Background: an optimization exercise with open tools, aiming at small area, a short achievable clock period and few clock cycles per item. Do not read the settings as production practice.
In this exercise RTL edits were held to simulation tests only and were not proved equivalent to the original.

==> flow/design.v <==
package gakf_pkg;
    localparam int FRAC_BITS = 24;
    localparam logic signed [31:0] ANGLE_RESET   = 32'sd5898240;
    localparam logic [30:0]        ANGLE_NOISE_RESET = 31'd16777;
    localparam logic [30:0]        BIAS_NOISE_RESET  = 31'd50332;
    localparam logic [30:0]        MEAS_NOISE_RESET  = 31'd503316;
    localparam logic [1:0] REG_ANGLE_NOISE = 2'd0;
    localparam logic [1:0] REG_BIAS_NOISE  = 2'd1;
    localparam logic [1:0] REG_MEAS_NOISE  = 2'd2;
    localparam logic OP_PREDICT = 1'b0;
    localparam logic OP_UPDATE  = 1'b1;
    typedef struct packed {
        logic               opcode;
        logic signed [31:0] gyro_rate;
        logic [24:0]        time_step;
        logic signed [31:0] measured_angle;
    } t_in_word;
    typedef struct packed {
        logic signed [31:0] angle_estimate;
        logic signed [31:0] bias_estimate;
        logic               divide_fault;
    } t_out_word;
    function automatic logic [32:0] mag34(input logic signed [33:0] v);
        logic [33:0] t;
        t = v[33] ? 34'(-v) : 34'(v);
        mag34 = t[32:0];
    endfunction
    function automatic logic signed [31:0] sat32(input logic signed [44:0] v);
        logic signed [31:0] r;
        if (v > 45'sd2147483647)       r = 32'sh7FFFFFFF;
        else if (v < -45'sd2147483648) r = 32'sh80000000;
        else                           r = v[31:0];
        sat32 = r;
    endfunction
endpackage
module gyro_angle_kalman_filter (
    input  logic                 i_clk,
    input  logic                 i_rst_n,
    input  logic                 i_in_valid,
    output logic                 o_in_stall,
    input  logic [89:0]          i_in_word,
    output logic                 o_out_valid,
    input  logic                 i_out_stall,
    output logic [64:0]          o_out_word,
    input  logic                 i_cfg_valid,
    output logic                 o_cfg_ready,
    input  logic [1:0]           i_cfg_index,
    input  logic [30:0]          i_cfg_data
);
    typedef enum logic [2:0] {S_IDLE, S_DIV, S_MUL, S_FAULT} t_state;
    typedef enum logic [3:0] {
        W_TMP,     
        W_PAB2,    
        W_PAA_T,   
        W_PBBP,    
        W_APRED,   
        W_PBA,     
        W_PBBU,    
        W_PAA,     
        W_PAB,     
        W_BUPD,    
        W_AUPD,    
        W_FLT      
    } t_wop;
    t_state r_st;
    logic [3:0] r_cnt;
    logic [2:0] r_pi;
    logic signed [31:0] r_angle, r_bias, r_ab, r_ba, r_bb;
    logic signed [33:0] r_aa;      
    logic [30:0]        r_apn, r_bpn, r_mn;
    logic               r_op;
    logic signed [31:0] r_src;
    logic [31:0] r_d;
    logic [33:0] r_d3;                  
    logic [31:0] r_rem0, r_rem1;
    logic [32:0] r_q0, r_q1;            
    logic        r_neg0, r_neg1;
    logic        r_sneg0, r_sneg1, r_sfz;    
    logic signed [32:0] r_x;
    logic [16:0]        r_bone, r_btwo, r_bneg;    
    logic               r_yneg;                    
    logic signed [41:0] r_t;
    logic               r_wv;
    t_wop               r_wop;
    logic               r_wneg;    
    logic r_out_valid, r_fault;
    logic w_last, w_ready, w_wcomp, w_frz;
    assign w_last  = r_op ? (r_pi == 3'd5) : (r_pi == 3'd4);
    assign w_ready = (r_st == S_IDLE) || (r_st == S_MUL && w_last);
    assign w_wcomp = r_wv && (r_wop == W_APRED || r_wop == W_AUPD || r_wop == W_FLT ||
                              r_wop == W_BUPD);
    assign w_frz   = w_wcomp && r_out_valid && i_out_stall;
    logic [31:0] w_k0, w_k1;
    assign w_k0 = (r_q0[32] || r_q0[31]) ? {r_neg0, {31{!r_neg0}}} : {1'b0, r_q0[30:0]};
    assign w_k1 = (r_q1[32] || r_q1[31]) ? {r_neg1, {31{!r_neg1}}} : {1'b0, r_q1[30:0]};
    function automatic logic [64:0] dstep(input logic [31:0] rem, input logic [32:0] q,
                                          input logic [31:0] d, input logic [33:0] d3);
        logic [33:0] u;
        logic [34:0] t1, t2, t3;
        logic [31:0] r4;
        logic [1:0]  dg;
        logic [32:0] r2;
        logic [33:0] df;
        logic        qb;
        u  = {rem, q[32], q[31]};
        t1 = {1'b0, u} - {3'b0, d};
        t2 = {1'b0, u} - {2'b0, d, 1'b0};
        t3 = {1'b0, u} - {1'b0, d3};
        if (!t3[34])      begin dg = 2'd3; r4 = t3[31:0]; end
        else if (!t2[34]) begin dg = 2'd2; r4 = t2[31:0]; end
        else if (!t1[34]) begin dg = 2'd1; r4 = t1[31:0]; end
        else              begin dg = 2'd0; r4 = u[31:0];  end
        r2 = {r4, q[30]};
        df = {1'b0, r2} - {2'b0, d};
        qb = !df[33];
        dstep = {qb ? df[31:0] : r2[31:0], q[29:0], dg, qb};
    endfunction
    logic [64:0] w_s0b, w_s1b;
    assign w_s0b = dstep(r_rem0, r_q0, r_d, r_d3);
    assign w_s1b = dstep(r_rem1, r_q1, r_d, r_d3);
    logic [31:0] w_k1n;
    assign w_k1n = (w_s1b[32] || w_s1b[31]) ? {r_neg1, {31{!r_neg1}}} : {1'b0, w_s1b[30:0]};
    logic signed [33:0] w_s;
    logic [31:0] w_dmag, w_n0, w_n1;
    logic        w_fz, w_sk12;
    logic [31:0] w_rem0i, w_rem1i;
    logic [32:0] w_q0i, w_q1i;
    logic [33:0] w_d3;
    logic [3:0]  w_cnti;
    assign w_s    = 34'(signed'(r_aa[31:0])) + 34'(signed'({1'b0, r_mn}));
    assign w_dmag = w_s[33] ? 32'(-w_s) : w_s[31:0];
    assign w_n0   = r_aa[31] ? 32'(-r_aa[31:0]) : r_aa[31:0];
    assign w_n1   = r_ba[31] ? 32'(-r_ba) : r_ba;
    assign w_fz   = (w_s == '0);
    assign w_d3   = 34'(w_dmag) + {1'b0, w_dmag, 1'b0};
    assign w_sk12 = !w_s[33] && ({1'b0, w_n0, 3'b0} < {3'b0, w_s[32:0]}) &&
                    ({1'b0, w_n1, 3'b0} < {3'b0, w_s[32:0]});
    always_comb begin
        if (w_sk12) begin
            w_rem0i = {w_n0[28:0], 3'b0};
            w_rem1i = {w_n1[28:0], 3'b0};
            w_q0i = '0; w_q1i = '0;
            w_cnti = 4'd4;
        end else begin
            w_rem0i = {9'b0, w_n0[31:9]};
            w_rem1i = {9'b0, w_n1[31:9]};
            w_q0i = {w_n0[8:0], 24'b0};
            w_q1i = {w_n1[8:0], 24'b0};
            w_cnti = 4'd0;
        end
    end
    logic [32:0] w_ysrc;
    logic [34:0] w_yz;
    logic [16:0] w_bone, w_btwo, w_bneg;
    assign w_yz = {w_ysrc[32], w_ysrc, 1'b0};
    for (genvar j = 0; j < 17; j++) begin : g_booth
        assign w_bone[j] = w_yz[2*j+1] ^ w_yz[2*j];
        assign w_btwo[j] = (w_yz[2*j+2] & ~w_yz[2*j+1] & ~w_yz[2*j]) |
                           (~w_yz[2*j+2] & w_yz[2*j+1] & w_yz[2*j]);
        assign w_bneg[j] = w_yz[2*j+2];
    end
    logic [65:0] w_ms;
    always_comb begin
        logic [35:0] xs;
        logic [65:0] acc;
        logic        one, two, neg;
        logic [34:0] pp;
        xs  = {35'(r_x), 1'b0};
        acc = 66'd8388608 - 66'(r_x[32] ^ r_yneg);
        for (int j = 0; j < 17; j++) begin
            one = r_bone[j];
            two = r_btwo[j];
            neg = r_bneg[j];
            for (int i = 0; i < 35; i++) pp[i] = ((one & xs[i+1]) | (two & xs[i])) ^ neg;
            acc = acc + (66'({~pp[34], pp[33:0]}) << (2*j)) + (66'(neg) << (2*j))
                      - (66'(1) << (34 + 2*j));
        end
        w_ms = acc;
    end
    logic [2:0]         w_npi;
    logic signed [32:0] w_nx;
    logic [32:0]        w_ny;
    logic               w_nyk;     
    logic signed [32:0] w_xsum;
    logic               w_xsel;
    logic [32:0]        w_xa, w_xb;
    logic [33:0]        w_xs;
    assign w_npi  = r_pi + 3'd1;
    assign w_xsel = !r_op && (w_npi == 3'd2);
    assign w_xa   = w_xsel ? 33'(r_ba) : 33'(r_src);
    assign w_xb   = w_xsel ? 33'(r_ab) : ~(33'(r_op ? r_angle : r_bias));
    assign w_xs   = {w_xa, 1'b1} + {w_xb, !w_xsel};
    assign w_xsum = w_xs[33:1];
    always_comb begin
        w_nx = 33'(w_k0);
        w_ny = w_xsum;
        w_nyk = r_op;
        if (!r_op) begin
            case (w_npi)
                3'd1:    w_nx = 33'(r_bb);
                3'd3:    w_nx = 33'(signed'({1'b0, r_bpn}));
                default: w_nx = w_xsum;
            endcase
        end else begin
            case (w_npi)
                3'd1:    begin w_nx = 33'(w_k1); w_ny = 33'(r_ab); end
                3'd2:    begin w_nx = 33'(w_k0); w_ny = 33'(signed'(r_aa[31:0])); end
                3'd3:    begin w_nx = 33'(w_k1); w_ny = w_xsum; end
                3'd4:    begin w_nx = 33'(w_k0); w_ny = 33'(r_ab); end
                default: begin w_nx = 33'(w_k0); w_ny = w_xsum; end
            endcase
        end
    end
    always_comb begin
        if (w_ready)            w_ysrc = {8'b0, i_in_word[56:32]};
        else if (r_st == S_DIV) w_ysrc = 33'(signed'(r_aa[31:0]));
        else                    w_ysrc = w_ny;
    end
    t_wop w_wop;
    logic w_wneg;
    always_comb begin
        w_wneg = 1'b0;
        if (!r_op) begin
            case (r_pi)
                3'd0:    w_wop = W_TMP;
                3'd1:    w_wop = W_PAB2;
                3'd2:    w_wop = W_PAA_T;
                3'd3:    w_wop = W_PBBP;
                default: w_wop = W_APRED;
            endcase
        end else begin
            case (r_pi)
                3'd0:    begin w_wop = W_PBA;  w_wneg = r_neg1; end
                3'd1:    begin w_wop = W_PBBU; w_wneg = r_neg1; end
                3'd2:    begin w_wop = W_PAA;  w_wneg = r_neg0; end
                3'd3:    begin w_wop = W_BUPD; w_wneg = r_neg1; end
                3'd4:    begin w_wop = W_PAB;  w_wneg = r_neg0; end
                default: begin w_wop = W_AUPD; w_wneg = r_neg0; end
            endcase
        end
    end
    logic signed [44:0] w_base, w_sum, w_sum2;
    logic [45:0]        w_sumc, w_sumc2;
    logic               w_sub;
    logic signed [31:0] w_sat, w_sat2;
    always_comb begin
        case (r_wop)
            W_TMP:   begin w_base = 45'(r_aa);    w_sub = 1'b0; end
            W_PAB2:  begin w_base = 45'(r_ab);    w_sub = 1'b1; end
            W_PAA_T: begin w_base = 45'(r_aa);    w_sub = 1'b1; end
            W_PBBP:  begin w_base = 45'(r_bb);    w_sub = 1'b0; end
            W_APRED: begin w_base = 45'(r_angle); w_sub = 1'b0; end
            W_PBA:   begin w_base = 45'(r_ba);    w_sub = 1'b1; end
            W_PBBU:  begin w_base = 45'(r_bb);    w_sub = 1'b1; end
            W_PAA:   begin w_base = 45'(r_aa);    w_sub = 1'b1; end
            W_PAB:   begin w_base = 45'(r_ab);    w_sub = 1'b1; end
            W_BUPD:  begin w_base = 45'(r_bias);  w_sub = 1'b0; end
            default: begin w_base = 45'(r_angle); w_sub = 1'b0; end
        endcase
        w_sub   = w_sub ^ r_wneg;
        w_sumc  = {w_base, 1'b1} + {45'(r_t) ^ {45{w_sub}}, w_sub};
        w_sum   = w_sumc[45:1];
        w_sat   = gakf_pkg::sat32(w_sum);
        w_sumc2 = {45'(r_ba), 1'b1} + {~(45'(r_t)), 1'b1};
        w_sum2  = w_sumc2[45:1];
        w_sat2  = gakf_pkg::sat32(w_sum2);
    end
    always_ff @(posedge i_clk) begin
        if (!i_rst_n) begin
            r_st        <= S_IDLE;
            r_angle     <= gakf_pkg::ANGLE_RESET;
            r_bias      <= '0;
            r_aa        <= '0;
            r_ab        <= '0;
            r_ba        <= '0;
            r_bb        <= '0;
            r_apn       <= gakf_pkg::ANGLE_NOISE_RESET;
            r_bpn       <= gakf_pkg::BIAS_NOISE_RESET;
            r_mn        <= gakf_pkg::MEAS_NOISE_RESET;
            r_out_valid <= 1'b0;
            r_fault     <= 1'b0;
            r_wv        <= 1'b0;
            r_pi        <= '0;
            r_cnt       <= '0;
        end else begin
            if (i_cfg_valid) begin
                case (i_cfg_index)
                    gakf_pkg::REG_ANGLE_NOISE: r_apn <= i_cfg_data;
                    gakf_pkg::REG_BIAS_NOISE:  r_bpn <= i_cfg_data;
                    gakf_pkg::REG_MEAS_NOISE:  r_mn  <= i_cfg_data;
                    default: ;
                endcase
            end
            if (r_out_valid && !i_out_stall) r_out_valid <= 1'b0;
            if (r_wv && !w_frz) begin
                r_wv <= 1'b0;
                case (r_wop)
                    W_TMP:   r_aa  <= w_sum[33:0];
                    W_PAB2:  begin r_ab <= w_sat; r_ba <= w_sat2; end
                    W_PAA_T: r_aa  <= 34'(w_sat);
                    W_PBBP:  r_bb  <= w_sat;
                    W_PBA:   r_ba  <= w_sat;
                    W_PBBU:  r_bb  <= w_sat;
                    W_PAA:   r_aa  <= 34'(w_sat);
                    W_PAB:   r_ab  <= w_sat;
                    W_BUPD:  r_bias <= w_sat;
                    W_APRED: begin
                        r_angle <= w_sat;
                        r_fault <= 1'b0;
                        r_out_valid <= 1'b1;
                    end
                    W_AUPD: begin
                        r_angle <= w_sat;
                        r_fault <= 1'b0;
                        r_out_valid <= 1'b1;
                    end
                    default: begin
                        r_fault <= 1'b1;
                        r_out_valid <= 1'b1;
                    end
                endcase
            end
            if (!w_frz || w_ready) begin
                case (r_st)
                    S_DIV: begin
                        r_rem0 <= w_s0b[64:33];
                        r_q0   <= w_s0b[32:0];
                        r_rem1 <= w_s1b[64:33];
                        r_q1   <= w_s1b[32:0];
                        r_cnt  <= r_cnt + 4'd1;
                        r_x  <= 33'(w_k1n);
                        {r_bone, r_btwo, r_bneg} <= {w_bone, w_btwo, w_bneg};
                        r_yneg <= r_aa[31];
                        r_pi <= '0;
                        if (r_cnt == 4'd10) r_st <= S_MUL;
                    end
                    S_FAULT: begin
                        r_wv  <= 1'b1;
                        r_wop <= W_FLT;
                        r_st  <= S_IDLE;
                    end
                    S_MUL: begin
                        if (r_op && r_pi == 3'd4) begin
                            r_d     <= w_dmag;
                            r_d3    <= w_d3;
                            r_sneg0 <= r_aa[31] ^ w_s[33];
                            r_sneg1 <= r_ba[31] ^ w_s[33];
                            r_sfz   <= w_fz;
                            r_rem0  <= w_rem0i;
                            r_q0    <= w_q0i;
                            r_rem1  <= w_rem1i;
                            r_q1    <= w_q1i;
                            r_cnt   <= w_cnti;
                        end
                        if (r_op && r_pi == 3'd5) begin
                            r_rem0 <= w_s0b[64:33];
                            r_q0   <= w_s0b[32:0];
                            r_rem1 <= w_s1b[64:33];
                            r_q1   <= w_s1b[32:0];
                            r_cnt  <= r_cnt + 4'd1;
                        end
                        r_t    <= w_ms[65:24];
                        r_wv   <= 1'b1;
                        r_wop  <= w_wop;
                        r_wneg <= w_wneg;
                        r_pi   <= w_npi;
                        r_x    <= w_nx;
                        if (w_nyk) begin
                            {r_bone, r_btwo, r_bneg} <= {w_bone, w_btwo, w_bneg};
                            r_yneg <= w_ny[32];
                        end
                        if (w_last) r_st <= S_IDLE;
                    end
                    default: ;
                endcase
                if (w_ready) begin
                    r_op   <= i_in_word[89];
                    r_src  <= i_in_word[89] ? i_in_word[31:0] : i_in_word[88:57];
                    r_x    <= 33'(signed'({1'b0, r_apn}));
                    {r_bone, r_btwo, r_bneg} <= {w_bone, w_btwo, w_bneg};
                    r_yneg <= 1'b0;
                    r_pi   <= '0;
                    if (r_st == S_MUL && r_op) begin
                        r_neg0 <= r_sneg0;
                        r_neg1 <= r_sneg1;
                    end else begin
                        r_d    <= w_dmag;
                        r_d3   <= w_d3;
                        r_neg0 <= r_aa[31] ^ w_s[33];
                        r_neg1 <= r_ba[31] ^ w_s[33];
                        r_rem0 <= w_rem0i;
                        r_q0   <= w_q0i;
                        r_rem1 <= w_rem1i;
                        r_q1   <= w_q1i;
                        r_cnt  <= w_cnti;
                    end
                    if (i_in_valid) begin
                        if (!i_in_word[89])                      r_st <= S_MUL;
                        else if ((r_st == S_MUL && r_op) ? r_sfz : w_fz) r_st <= S_FAULT;
                        else                                     r_st <= S_DIV;
                    end
                end
            end
        end
    end
    assign o_in_stall  = !w_ready;
    assign o_out_valid = r_out_valid;
    assign o_out_word  = {r_angle, r_bias, r_fault};
    assign o_cfg_ready = 1'b1;
endmodule
==> flow/run.sh <==
#!/bin/bash
# synth_recipe.tcl (not shown) runs the flow's synth.tcl, then flattens the netlist and writes it again
# the make line also repeats each setting of config.mk as NAME=value (left out here)
make -C /OpenROAD-flow-scripts/flow DESIGN_CONFIG=/design/flow/config.mk WORK_HOME=/design/flow/orfs CLKGATE_MAP_FILE= SYNTH_SCRIPT=/design/flow/synth_recipe.tcl finish
==> flow/config.mk <==
export PLATFORM = sky130hd
export DESIGN_NAME = gyro_angle_kalman_filter
export DESIGN_NICKNAME = gyro_angle_kalman_filter
export VERILOG_FILES = /design/flow/design.v
export SDC_FILE = /design/flow/constraint.sdc
export NUM_CORES = 4
export LEC_CHECK = 0
export CAP_MARGIN = 20
export CORE_MARGIN = 2
export CORE_UTILIZATION = 40
export SETUP_SLACK_MARGIN = 5
export SLEW_MARGIN = 20
==> flow/constraint.sdc <==
create_clock -name core_clock -period 12.5 [get_ports {i_clk}]
set_input_delay 2.5000 -clock core_clock [delete_from_list [all_inputs] [get_ports {i_clk}]]
set_output_delay 2.5000 -clock core_clock [all_outputs]
set_load 0.01 [all_outputs]
==> run summary, run 1 <==
Primary FF master, synth=edfxtp_1; post-DR wirelength/cell=a little under 30 um; worst slew pin tran=approximately 1.3 ns; hold crit path type=reg -> reg; global placer's final weighted congestion=between 1 and 1.5; most common cell in the netlist=a21oi_1; flops & latches, synth=about 670; CP endpoint kind=flip-flop; ys async rst share=0%; Die Span Y=roughly 470 um; P&R area growth vs syn=12.9%; clk sink count=665; setup_tns=0 ns; Final Skew=0.0479 ns; minimum clock period=7.48 ns; gr ovfl total=0; CTS Buf Count=83; Slew headroom=~14%; Port Buf Inserts=slightly below 200; startpoint types=flip-flop; share of cells above drive strength 1=around 8.7%; EDFF count, synth=between 300 and 400; root buf cell=clkbuf_16; DR vias=85337; Post-Route WL=roughly 390000 um; Placeable Area=~0.21 sq mm; startpoint of the worst hold path=r_bpn[12]$_SDFFE_PN0P_; post-synth design cell area=0.0860 sq mm; CTS clk-pin slew, worst paths=about 0.06 ns; initial antenna violation count=25; Total Routing Usage GR=approximately 34%; full die area=between 0.2 and 0.25 sq mm; top post-synthesis cells by area=edfxtp_1, fa_1, ha_1, xnor2_1, dfxtp_1; syn_area_per_cell=approximately 8.3 sq um; CP Data Arrival Time=7.92 ns; Worst Path Required=~13 ns; Top delay family on crit path=simple AND/OR/NAND/NOR gates; endpoints failing hold=0; placed cells=about 13000; Initial Util=between 40% and 50%; IO Pins=between 150 and 200; flop2flop setup slack=5.02 ns; top-area cell type share of the netlist area=between 10% and 20%; Seq/Total Area, Yosys=19.7%; outcome=finished clean; TritonCTS clock tree=done; cts-stage hold buffer count=0; Mapped Nets=11726; Final Setup Violations=0; Distinct cells, synth=between 90 and 100; hold path depth=2; CP max-delay cell=nor4_1; maxcap violations=0; drt pass-1 iters=15; DR vias/cell=6.48; type of the worst setup path=reg -> reg; DP HPWL=278000 um; Die Wd=between 400 and 500 um; fmax=134 MHz; YS warnings=1; DR iter-0 viols=about 13000; Tcrit/Tclk final=roughly three fifths; max-slew violation count=0; first-pass GRT wire length=approximately 560000 um; num rows=170; RR Startpoint=r_ba[6]$_SDFFE_PN0P_; antenna viol nets, final=0; crit path max fanout=80; vias in the first global route=a little over 80000; Bufs and invs on worst path=3; pin count of the biggest net entering global routing=88; CTS Buffer Depth=3; crit path cell chain=buf_4, or4_1, nor4_1, nand3_1, o31a_1, xnor2_1, inv_1, ha_1, nand2_1, nor3_1, o2111ai_1, o221ai_1, nand4_1, and4_1, o311ai_4, buf_6, o21ai_0, a22oi_1, o311ai_0; Clock H-tree levels=3; post-route insts no fill=~13000; Remaining DRCs=0; top cells by count, synth=a21oi_1, nand2_1, inv_1; hold endpoint=r_bpn[12]$_SDFFE_PN0P_; RSZ-0062 raised after global routing=true; R2R cell count=19; worst skew pair latency=between 0.7 and 0.8 ns; reg-to-reg endpoint=r_rem0[21]$_DFFE_PP_; nets=11620; CP max stage delay=just under 0.8 ns; Cells after Synth=between 10000 and 15000; area leader, netlist=edfxtp_1
## how the worst max path moves through the flow
stage	start	to	slack (ns)	depth (start not counted)
detailed placement	r_d[1]$_DFFE_PP_	r_rem1[1]$_DFFE_PP_	3.18	29
global placement	r_d[1]$_DFFE_PP_	r_rem1[1]$_DFFE_PP_	3.33	29
finish	r_ba[6]$_SDFFE_PN0P_	r_rem0[21]$_DFFE_PP_	5.02	19
floorplan	r_bneg[11]$_DFFE_PP_	r_t[41]$_DFFE_PP_	5.00	25
CTS	r_bone[7]$_DFFE_PP_	r_t[39]$_DFFE_PP_	5.00	29
global route	r_bone[11]$_DFFE_PP_	r_t[41]$_DFFE_PP_	4.91	27
## sequential cells by signal, indices dropped and copies added, names as in the netlist, 16 cells and up
name     cells
r_mn        31
r_apn       31
r_bpn       31
r_aa        34
r_btwo      16
r_d         32
r_bias      32
r_bneg      17
r_rem1      32
r_q1        33
r_bb        32
r_rem0      32
r_t         42
r_d3        34
r_src       32
r_q0        33
r_ba        32
r_angle     32
r_x         33
r_ab        32
r_bone      17
## cell families after synthesis
group	after synthesis	synth area share [%]
compound gates	3397	25.8
xor+xnor	1113	11.3
fa+ha+maj	1236	22.4
buf+inv	1525	6.74
flops	665	19.7
mux	162	2.02
other cells	1	0.00436
simple gates	2263	12.0
## worst reg2reg max path, stage by stage, from the launching register on
cell,delay [ns]
dfxtp_1,0.29
buf_4,0.20
or4_1,0.64
nor4_1,0.77
nand3_1,0.26
o31a_1,0.35
xnor2_1,0.74
inv_1,0.20
ha_1,0.36
nand2_1,0.05
nor3_1,0.37
o2111ai_1,0.28
o221ai_1,0.46
nand4_1,0.19
and4_1,0.22
o311ai_4,0.24
buf_6,0.62
o21ai_0,0.49
a22oi_1,0.29
o311ai_0,0.16
## routing by layer
| metal | vias up | global-route usage (%) | routed length (um) | share of wire, % |
|---|---|---|---|---|
| li1 | 36817 | - | - | - |
| met1 | 41536 | 46.6 | 156000 | 40 |
| met2 | 5792 | 48.5 | 158000 | 40 |
| met3 | 1170 | 9.68 | 50000 | 13 |
| met4 | 22 | 19.3 | 26100 | 6.7 |
| met5 | - | 0.0659 | 411 | 0.11 |
## stage by stage
stage | hold slack (ns) | setup WS [ns] | area [sq um] | util, %
finish | 0.459 | 5.02 | 97000 | 45.3
global route | 0.468 | 4.91 | 97000 | 45.3
CTS | 0.458 | 5.00 | 95300 | 44.5
detailed placement | 0.449 | 3.18 | 90700 | 42.3
global placement | 0.442 | 3.33 | 90600 | 42.3
floorplan | 0.436 | 5.00 | 86000 | -
## cells in the final DEF (no fill, tap or decap), types with 57 or more instances in the layout
cell type	instances
a211oi_1	109
a21o_1	240
a21oi_1	912
a22oi_1	581
a31oi_1	70
buf_4	240
clkbuf_16	94
clkdlybuf4s50_1	192
dfxtp_1	298
edfxtp_1	365
fa_1	500
ha_1	717
inv_1	765
mux2_2	89
mux2i_1	72
nand2_1	873
nand2b_1	81
nand3_1	172
nor2_1	570
nor2b_1	79
nor3_1	105
o211ai_1	57
o21a_1	83
o21ai_0	625
o21bai_1	65
o31ai_1	64
xnor2_1	683
xor2_1	415
## timing repair
action                                  4_1_cts  5_1_grt
cloned                                       14        9
setup buffers                                48       59
resized for setup                           246      229
endpoints found under the setup margin      234      258
pin swaps                                    26       49
## final cells by class
| cell class | instances | area, sq um |
|---|---|---|
| Fill cell | 20719 | 117000 |
| Multi-Input combinational cell | 8175 | 64700 |
| Sequential cell | 665 | 17000 |
| Timing Repair Buffer | 555 | 5990 |
| Tap cell | 2838 | 3550 |
| Inverter | 776 | 2950 |
| Clock buffer | 107 | 2270 |
| Clock inverter | 47 | 584 |
| Antenna cell | 13 | 32.5 |
Testbench counts, summed over its fixed seeds: cycles 26,434, items 3,200.
==> run 2, diff against run 1 <==
--- a/flow/design.v
+++ b/flow/design.v
@@ -70,5 +70,4 @@
     logic [30:0]        r_apn, r_bpn, r_mn;
     logic               r_op;
-    logic signed [31:0] r_src;
     logic [31:0] r_d;
     logic [33:0] r_d3;                  
@@ -85,7 +84,9 @@
     logic               r_wneg;    
     logic r_out_valid, r_fault;
-    logic w_last, w_ready, w_wcomp, w_frz;
+    logic w_last, w_ready, w_take, w_wcomp, w_frz;
     assign w_last  = r_op ? (r_pi == 3'd5) : (r_pi == 3'd4);
     assign w_ready = (r_st == S_IDLE) || (r_st == S_MUL && w_last);
+    assign w_take  = (r_st == S_MUL && (r_op ? (r_pi == 3'd4) : (r_pi == 3'd3))) ||
+                     (r_st == S_FAULT);
     assign w_wcomp = r_wv && (r_wop == W_APRED || r_wop == W_AUPD || r_wop == W_FLT ||
                               r_wop == W_BUPD);
@@ -188,5 +189,6 @@
     assign w_npi  = r_pi + 3'd1;
     assign w_xsel = !r_op && (w_npi == 3'd2);
-    assign w_xa   = w_xsel ? 33'(r_ba) : 33'(r_src);
+    assign w_xa   = w_xsel ? 33'(r_ba) :
+                    33'(signed'(r_op ? i_in_word[31:0] : i_in_word[88:57]));
     assign w_xb   = w_xsel ? 33'(r_ab) : ~(33'(r_op ? r_angle : r_bias));
     assign w_xs   = {w_xa, 1'b1} + {w_xb, !w_xsel};
@@ -376,5 +378,4 @@
                 if (w_ready) begin
                     r_op   <= i_in_word[89];
-                    r_src  <= i_in_word[89] ? i_in_word[31:0] : i_in_word[88:57];
                     r_x    <= 33'(signed'({1'b0, r_apn}));
                     {r_bone, r_btwo, r_bneg} <= {w_bone, w_btwo, w_bneg};
@@ -404,5 +405,5 @@
         end
     end
-    assign o_in_stall  = !w_ready;
+    assign o_in_stall  = !(w_take && !w_frz);
     assign o_out_valid = r_out_valid;
     assign o_out_word  = {r_angle, r_bias, r_fault};
--- a/flow/config.mk
+++ b/flow/config.mk
@@ -8,5 +8,5 @@
 export CAP_MARGIN = 20
 export CORE_MARGIN = 2
-export CORE_UTILIZATION = 40
+export CORE_UTILIZATION = 55
 export SETUP_SLACK_MARGIN = 5
 export SLEW_MARGIN = 20
==> run 2 against run 1 <==
Global-route usage rose by 14 points. Largest cell class unchanged. Via count rose by 3.2%. Still clean. Critical path type is now in -> reg. Synthesized area shrank 0.60%. Non-clock buffer count is 11 higher.
==> run summary, run 2 <==
fmax=133 MHz (was 134 MHz); antenna viol nets, final=0 (unchanged); global placer's final weighted congestion=1.08 (was 1.03); Post-Route WL=400000 um (was 390000 um); maxcap violations=0 (unchanged); Worst Setup SP=i_in_word[58] (was r_ba[6]$_SDFFE_PN0P_); CP max stage delay=0.93 ns (was 0.77 ns); top-area cell type share of the netlist area=11.9% (was 12.7%); startpoint types=primary input (was flip-flop); Port Buf Inserts=194 (unchanged); worst slew pin tran=1.32 ns (was 1.28 ns); Slew headroom=9.77% (was 14.1%); CTS clk-pin slew, worst paths=0.06 ns (about the same); Biggest register=r_t (unchanged); Worst Path Required=13.04 ns (was 12.93 ns); DR vias=88084 (was 85337); R2R cell count=30 (was 19); most frequent cells in the layout=a21oi_1, nand2_1, inv_1, o21ai_0, ha_1 (was a21oi_1, nand2_1, inv_1, ha_1, xnor2_1); root buf cell=clkbuf_16 (unchanged); Final Setup Violations=0 (unchanged); drt pass-1 iters=11 (was 15); max-slew violation count=0 (unchanged); first-pass GRT wire length=569000 um (was 559000 um); Cells after Synth=10488 (was 10362); top post-synthesis cells by area=fa_1, edfxtp_1, ha_1, xnor2_1, dfxtp_1 (was edfxtp_1, fa_1, ha_1, xnor2_1, dfxtp_1); ys async rst share=0% (unchanged); post-DR wirelength/cell=32.0 um (was 29.6 um); Distinct cells, synth=92 (was 95); Remaining DRCs=0 (unchanged); Clock H-tree levels=3 (unchanged); flop2flop setup slack=5.05 ns (was 5.02 ns); worst hold slack=0.459 ns (about the same); Tcrit/Tclk final=60.3% (was 59.9%); gr ovfl total=0 (unchanged); CTS Buf Count=81 (was 83); end point of the critical path=r_btwo[14]$_DFFE_PP_ (was r_rem0[21]$_DFFE_PP_); type of the worst setup path=in -> reg (was reg -> reg); Seq/Total Area, Yosys=18.7% (was 19.7%); Die Span Y=398 um (was 468 um); EDFF count, synth=333 (was 365); nets=11736 (was 11620); clk sink count=633 (was 665); crit path cell chain=clkdlybuf4s50_1, mux2i_1, o21ai_0, ha_1, nor2b_1, o31ai_1, a21oi_1, o41ai_1, a211oi_1, buf_4, o2111ai_1, a31oi_1, xor2_1, nand2_1, a21oi_1, o2111ai_1, o21ai_0 (was buf_4, or4_1, nor4_1, nand3_1, o31a_1, xnor2_1, inv_1, ha_1, nand2_1, nor3_1, o2111ai_1, o221ai_1, nand4_1, and4_1, o311ai_4, buf_6, o21ai_0, a22oi_1, o311ai_0); vias in the first global route=82524 (was 81107); share of cells above drive strength 1=7.37% (was 8.71%); IO Pins=196 (unchanged); YS warnings=1 (unchanged); RSZ-0062 raised after global routing=false (was true); most common cell in the netlist=a21oi_1 (unchanged); reg-to-reg endpoint=r_rem0[30]$_DFFE_PP_ (was r_rem0[21]$_DFFE_PP_); post-synth design cell area=0.0855 sq mm (was 0.0860 sq mm); Initial Util=55.4% (was 40.1%); Total Routing Usage GR=48.7% (was 34.3%); crit path max fanout=6 (was 80); largest registers=r_t: 42 flops, r_aa: 34 flops, r_d3: 34 flops (unchanged); DP HPWL=290000 um (was 278000 um); Bufs and invs on worst path=2 (was 3); cts-stage hold buffer count=0 (unchanged); DR iter-0 viols=13779 (was 12575); setup_tns=0 ns (unchanged); full die area=0.159 sq mm (was 0.219 sq mm); worst skew pair latency=0.75 ns (was 0.74 ns); Placeable Area=0.154 sq mm (was 0.214 sq mm); Mapped Nets=11849 (was 11726); area leader, netlist=fa_1 (was edfxtp_1); TritonCTS clock tree=done (unchanged); endpoints failing hold=0 (unchanged); Largest register FFs=42 (unchanged); CP endpoint kind=flip-flop (unchanged); CP Data Arrival Time=8.08 ns (was 7.92 ns); minimum clock period=7.53 ns (was 7.48 ns); num rows=144 (was 170); CP max-delay cell=a21oi_1 (was nor4_1); flops & latches, synth=633 (was 665); P&R area growth vs syn=10.7% (was 12.9%); initial antenna violation count=26 (was 25); Critical Path Stages=17 (was 19); CTS Buffer Depth=3 (unchanged); top cells by count, synth=a21oi_1, nand2_1, o21ai_0 (was a21oi_1, nand2_1, inv_1); pin count of the biggest net entering global routing=166 (was 88); commonest non-fill, non-tap cell in the layout=a21oi_1 (unchanged); syn_area_per_cell=8.15 sq um (was 8.30 sq um); outcome=finished clean (unchanged); Primary FF master, synth=edfxtp_1 (unchanged); DR vias/cell=7.05 (was 6.48); Top delay family on crit path=compound AO/OA/AOI/OAI gates (was simple AND/OR/NAND/NOR gates); hold crit path type=reg -> reg (unchanged); RR Startpoint=r_q0[31]$_DFFE_PP_ (was r_ba[6]$_SDFFE_PN0P_); Final Skew=0.0718 ns (was 0.0479 ns); Die Wd=398 um (was 468 um)
[run 2: worst min path at each step]
stage                     slack (ns)                      to  cells after the start                    from
final                           0.46  r_apn[11]$_SDFFE_PN0P_                      2  r_apn[11]$_SDFFE_PN0P_
after global placement          0.44  r_bpn[16]$_SDFFE_PN0P_                      2  r_bpn[16]$_SDFFE_PN0P_
after global routing            0.48   r_apn[2]$_SDFFE_PN0P_                      2   r_apn[2]$_SDFFE_PN0P_
after CTS                       0.46  r_apn[11]$_SDFFE_PN0P_                      2  r_apn[11]$_SDFFE_PN0P_
after detailed placement        0.45   r_apn[4]$_SDFFE_PN0P_                      2   r_apn[4]$_SDFFE_PN0P_
after floorplan                 0.44   r_bpn[0]$_SDFFE_PN0P_                      2   r_bpn[0]$_SDFFE_PN0P_
[run 2: cell families after synthesis]
family | share of synthesized area (%)
buffers and inverters | 6.80
XOR/XNOR | 11.3
AND/OR/NAND/NOR | 12.2
other | 0.00439
multiplexers | 1.28
adder cells (fa/ha/maj) | 22.5
AO/OA/AOI/OAI | 27.2
flip-flops | 18.7
[run 2: per-layer routing]
layer  GRT usage [%]  vias to the layer above  wire (um)
li1                -                    37327          -
met1            63.4                    41827     147000
met2            67.6                     7214     158000
met3            16.4                     1698      60500
met4            33.9                       18      34800
met5               0                        -        112
[run 2: area by class of cell]
cell class | instances | area [sq um]
diodes | 11 | 27.5
fillers | 13660 | 59600
clock inverters | 47 | 566
well taps | 2044 | 2560
flip-flops and latches | 633 | 16000
inverters | 778 | 2970
clock buffers | 102 | 2210
multi-input cells | 8315 | 64800
repair buffers | 566 | 5420
[run 2: worst min-delay path, cell delays in order, from the launching register on]
cell and delay [ns]:
dfxtp_1 0.31, nand2_1 0.05, a21oi_1 0.05
[run 2: repair_timing]
action                     CTS  global route
setup endpoints to repair  293           267
resized for setup          182           159
buffers inserted            65            40
cloned                       2             2
hold endpoints to repair     0             0
pin swaps                   15            42
[run 2: metrics by stage]
| stage | area (sq um) | setup WS [ns] | instances | util (%) |
|---|---|---|---|---|
| 5_1_grt | 94600 | 4.93 | 12485 | 61.3 |
| 3_5_place_dp | 89400 | 2.15 | 12227 | 58.0 |
| 2_1_floorplan | 85500 | 5.05 | 10488 | - |
| 4_1_cts | 93500 | 5.00 | 12443 | 60.6 |
| 3_3_place_gp | 89400 | 2.30 | 12227 | 58.0 |
| 6_report | 94600 | 4.97 | 12496 | 61.3 |
Testbench counts of run 2, summed over its fixed seeds: cycles 26,434, items 3,200.
==> run 3, diff against run 2 <==
--- a/flow/config.mk
+++ b/flow/config.mk
@@ -8,5 +8,5 @@
 export CAP_MARGIN = 20
 export CORE_MARGIN = 2
-export CORE_UTILIZATION = 55
+export CORE_UTILIZATION = 40
 export SETUP_SLACK_MARGIN = 5
 export SLEW_MARGIN = 20
==> run 3 against run 2 <==
Via count fell by 2.2%. Clock-buffer cell count rose by 6. Core utilization fell by 16 points. Maximum frequency fell by 0.64%. Global-route usage fell by 14 points. Die area rose by 37%.
==> run summary, run 3 <==
Final Setup Violations=0 (unchanged); Placeable Area=0.212 sq mm (was 0.154 sq mm); clk sink count=633 (unchanged); Port Buf Inserts=194 (unchanged); commonest non-fill, non-tap cell in the layout=a21oi_1 (unchanged); Die Wd=466 um (was 398 um); crit path max fanout=4 (was 6); outcome=finished clean (unchanged); CTS Buffer Depth=3 (unchanged); most frequent cells in the layout=a21oi_1, nand2_1, inv_1, o21ai_0, ha_1 (unchanged); max-slew violation count=0 (unchanged); Cells after Synth=10488 (unchanged); Total Routing Usage GR=34.6% (was 48.7%); worst slew pin tran=1.25 ns (was 1.32 ns); hold crit path type=reg -> reg (unchanged); P&R area growth vs syn=11.9% (was 10.7%); largest registers=r_t: 42 flops, r_aa: 34 flops, r_d3: 34 flops (unchanged); worst skew pair latency=0.73 ns (was 0.75 ns); Seq/Total Area, Yosys=18.7% (unchanged); root buf cell=clkbuf_16 (unchanged); nets=11716 (was 11736); cts-stage hold buffer count=0 (unchanged); Mapped Nets=11849 (unchanged); Remaining DRCs=0 (unchanged); syn_area_per_cell=8.15 sq um (unchanged); Util after Layout=45.0% (was 61.3%); post-DR wirelength/cell=29.6 um (was 32.0 um); Initial Util=40.3% (was 55.4%); post-synth design cell area=0.0855 sq mm (unchanged); antenna viol nets, final=0 (unchanged); fmax=132 MHz (was 133 MHz); crit path cell chain=clkdlybuf4s50_1, mux2i_1, o21a_1, inv_1, ha_1, nor4bb_1, o21a_1, nor4_1, o211a_1, o21a_1, o21ai_0, o21bai_1, xor2_1, a22oi_1, o211ai_1, o21ai_0, nand3_1, o21ai_0 (was clkdlybuf4s50_1, mux2i_1, o21ai_0, ha_1, nor2b_1, o31ai_1, a21oi_1, o41ai_1, a211oi_1, buf_4, o2111ai_1, a31oi_1, xor2_1, nand2_1, a21oi_1, o2111ai_1, o21ai_0); first-pass GRT wire length=563000 um (was 569000 um); Finished Cell Area=0.0956 sq mm (was 0.0946 sq mm); CP endpoint kind=flip-flop (unchanged); Largest register FFs=42 (unchanged); CTS clk-pin slew, worst paths=0.06 ns (about the same); top post-synthesis cells by area=fa_1, edfxtp_1, ha_1, xnor2_1, dfxtp_1 (unchanged); DP Area=0.0902 sq mm (was 0.0894 sq mm); placed cells=12972 (was 12227); top cells by count, synth=a21oi_1, nand2_1, o21ai_0 (unchanged); gr ovfl total=0 (unchanged); startpoint types=primary input (unchanged); Slew headroom=15.8% (was 9.77%); DR iter-0 viols=12039 (was 13779); CP Data Arrival Time=8.01 ns (was 8.08 ns); DR vias/cell=6.50 (was 7.05); CTS Buf Count=79 (was 81); DP HPWL=285000 um (was 290000 um); vias in the first global route=81733 (was 82524); initial antenna violation count=21 (was 26); IO Pins=196 (unchanged); pin count of the biggest net entering global routing=164 (was 166); full die area=0.217 sq mm (was 0.159 sq mm); CP max-delay cell=nor4bb_1 (was a21oi_1); multi-input logic area=0.0649 sq mm (was 0.0648 sq mm); Worst Path Required=12.93 ns (was 13.04 ns); Distinct cells, synth=92 (unchanged); flops & latches, synth=633 (unchanged); ys async rst share=0% (unchanged); DR vias=86164 (was 88084); EDFF count, synth=333 (unchanged); top-area cell type share of the netlist area=11.9% (unchanged); Setup WS post-layout=4.92 ns (was 4.97 ns); endpoints failing hold=0 (unchanged); CP max stage delay=0.91 ns (was 0.93 ns); DP Worst Slack=2.04 ns (was 2.15 ns); num rows=169 (was 144); Top delay family on crit path=compound AO/OA/AOI/OAI gates (unchanged); Bufs and invs on worst path=2 (unchanged); area leader, netlist=fa_1 (unchanged); register cell area after layout=0.0160 sq mm (about the same); maxcap violations=0 (unchanged); share of cells above drive strength 1=7.38% (was 7.37%); Primary FF master, synth=edfxtp_1 (unchanged); RSZ-0062 raised after global routing=true (was false); post-route insts no fill=13255 (was 12496); Tcrit/Tclk final=60.6% (was 60.3%); most common cell in the netlist=a21oi_1 (unchanged); setup_tns=0 ns (unchanged); Clock H-tree levels=3 (unchanged); YS warnings=1 (unchanged); Die Span Y=466 um (was 398 um); global placer's final weighted congestion=1.07 (was 1.08); drt pass-1 iters=10 (was 11); fillers=21040 (was 13660); flop2flop setup slack=5.15 ns (was 5.05 ns); minimum clock period=7.58 ns (was 7.53 ns); type of the worst setup path=in -> reg (unchanged); TritonCTS clock tree=done (unchanged); Biggest register=r_t (unchanged); Final Skew=0.0606 ns (was 0.0718 ns); Post-Route WL=392000 um (was 400000 um)
==> run 3: cell types whose count changed in the layout (fill, tap and decap cells not counted), moves of 5 or more <==
| cell | delta |
|---|---|
| o21ai_0 | -6 |
| o21ai_1 | +7 |
| buf_6 | +9 |
| buf_4 | -33 |
| clkbuf_8 | +9 |
| dfxtp_1 | -5 |
==> run 3: layout make-up <==
cell class | instances | share of cell area (%)
clock inverters | 39 | 0.480
repair buffers | 546 | 5.62
inverters | 778 | 3.12
clock buffers | 108 | 2.40
diodes | 13 | 0.0340
multi-input cells | 8317 | 67.9
well taps | 2821 | 3.69
flip-flops and latches | 633 | 16.8
==> run 3: layer usage <==
metal	part of all wire, %	GRT usage (%)
met1	41	47.5
met3	12	9.72
met4	5.7	17.2
met2	41	49.6
met5	0.067	0
==> run 3: worst reg2reg max path, cell delays in order (launching register included) <==
cell and delay (ns):
edfxtp_1 0.37, clkinvlp_4 0.16, ha_1 0.41, and4_1 0.25, a221oi_2 0.30, o31a_1 0.20
buf_6 0.14, a2111oi_4 0.09, o311a_1 0.40, o2111ai_1 0.20, buf_4 0.19, and2_4 0.24
buf_12 0.23, o211ai_1 0.11, a32o_2 0.27, ha_1 0.34, nand3_1 0.11, nor2_1 0.07
or3_4 0.38, o311a_4 0.42, o21a_4 0.22, o21a_1 0.18, o41a_1 0.35, o211ai_1 0.28
o311ai_4 0.19, or2_4 0.35, mux2_4 0.32, a221o_1 0.32
==> run 3: final timing paths <==
check | from | end | cells after the start
min reg2reg | r_bpn[25]$_SDFFE_PN0P_ | r_bpn[25]$_SDFFE_PN0P_ | 2
min | r_bpn[25]$_SDFFE_PN0P_ | r_bpn[25]$_SDFFE_PN0P_ | 2
max | i_in_word[57] | r_btwo[9]$_DFFE_PP_ | 18
max reg2reg | r_d[11]$_DFFE_PP_ | r_rem0[22]$_DFFE_PP_ | 27
==> run 3: repair_timing <==
action | CTS | global route
endpoints found under the setup margin | 297 | 318
pin swaps | 27 | 39
cloned | 4 | 5
setup buffers | 52 | 62
gates resized for setup | 179 | 216
==> run 3: cells by family (layout without fill, tap and decap cells) <==
group	Yosys count	after routing	synth area share, %
xor+xnor	1103	1103	11.3
other cells	1	14	0.00439
fa+ha+maj	1233	1233	22.5
compound gates	3603	3604	27.2
mux	107	107	1.28
simple gates	2265	2269	12.2
buf+inv	1543	1471	6.80
flops	633	633	18.7
==> run 3: per-stage QoR <==
step / hold slack, ns
2_1_floorplan: 0.436
3_3_place_gp: 0.441
5_1_grt: 0.472
4_1_cts: 0.457
3_5_place_dp: 0.448
6_report: 0.459

-- port drivers added, routing unchanged --
The flow's constraints put no driver on any port. The routed layouts listed below were extracted and timed again, unchanged, in two steps. Step 1 sets driving cells, clkbuf_16 on the clock port and buf_2 on the other inputs (assumed; they add their load-dependent delay and slew). Step 2 also shifts input and output timing later by t, the mid clock arrival at the registers, as if the neighbouring blocks saw the same clock. Three values: no drivers, after step 1, after step 2; two values: the first two.
run	t (ns)	setup WS [ns]	worst register clock-pin slew, ns	worst slew at a driven data input, ns	pins driven straight from the clock port
run 1	0.809	5.017 / 5.017 / 5.017	0.08 / 0.08	0.15	1
run 2	0.805	4.967 / 5.033 / 4.233	0.07 / 0.07	0.07	1
run 3	0.787	4.919 / 4.906 / 4.192	0.07 / 0.07	0.14	1
After both steps setup and hold are still met in every run listed. For run 2, which loses most, drivers alone change the setup slack by +0.066 ns; drivers and shift together by -0.734 ns.
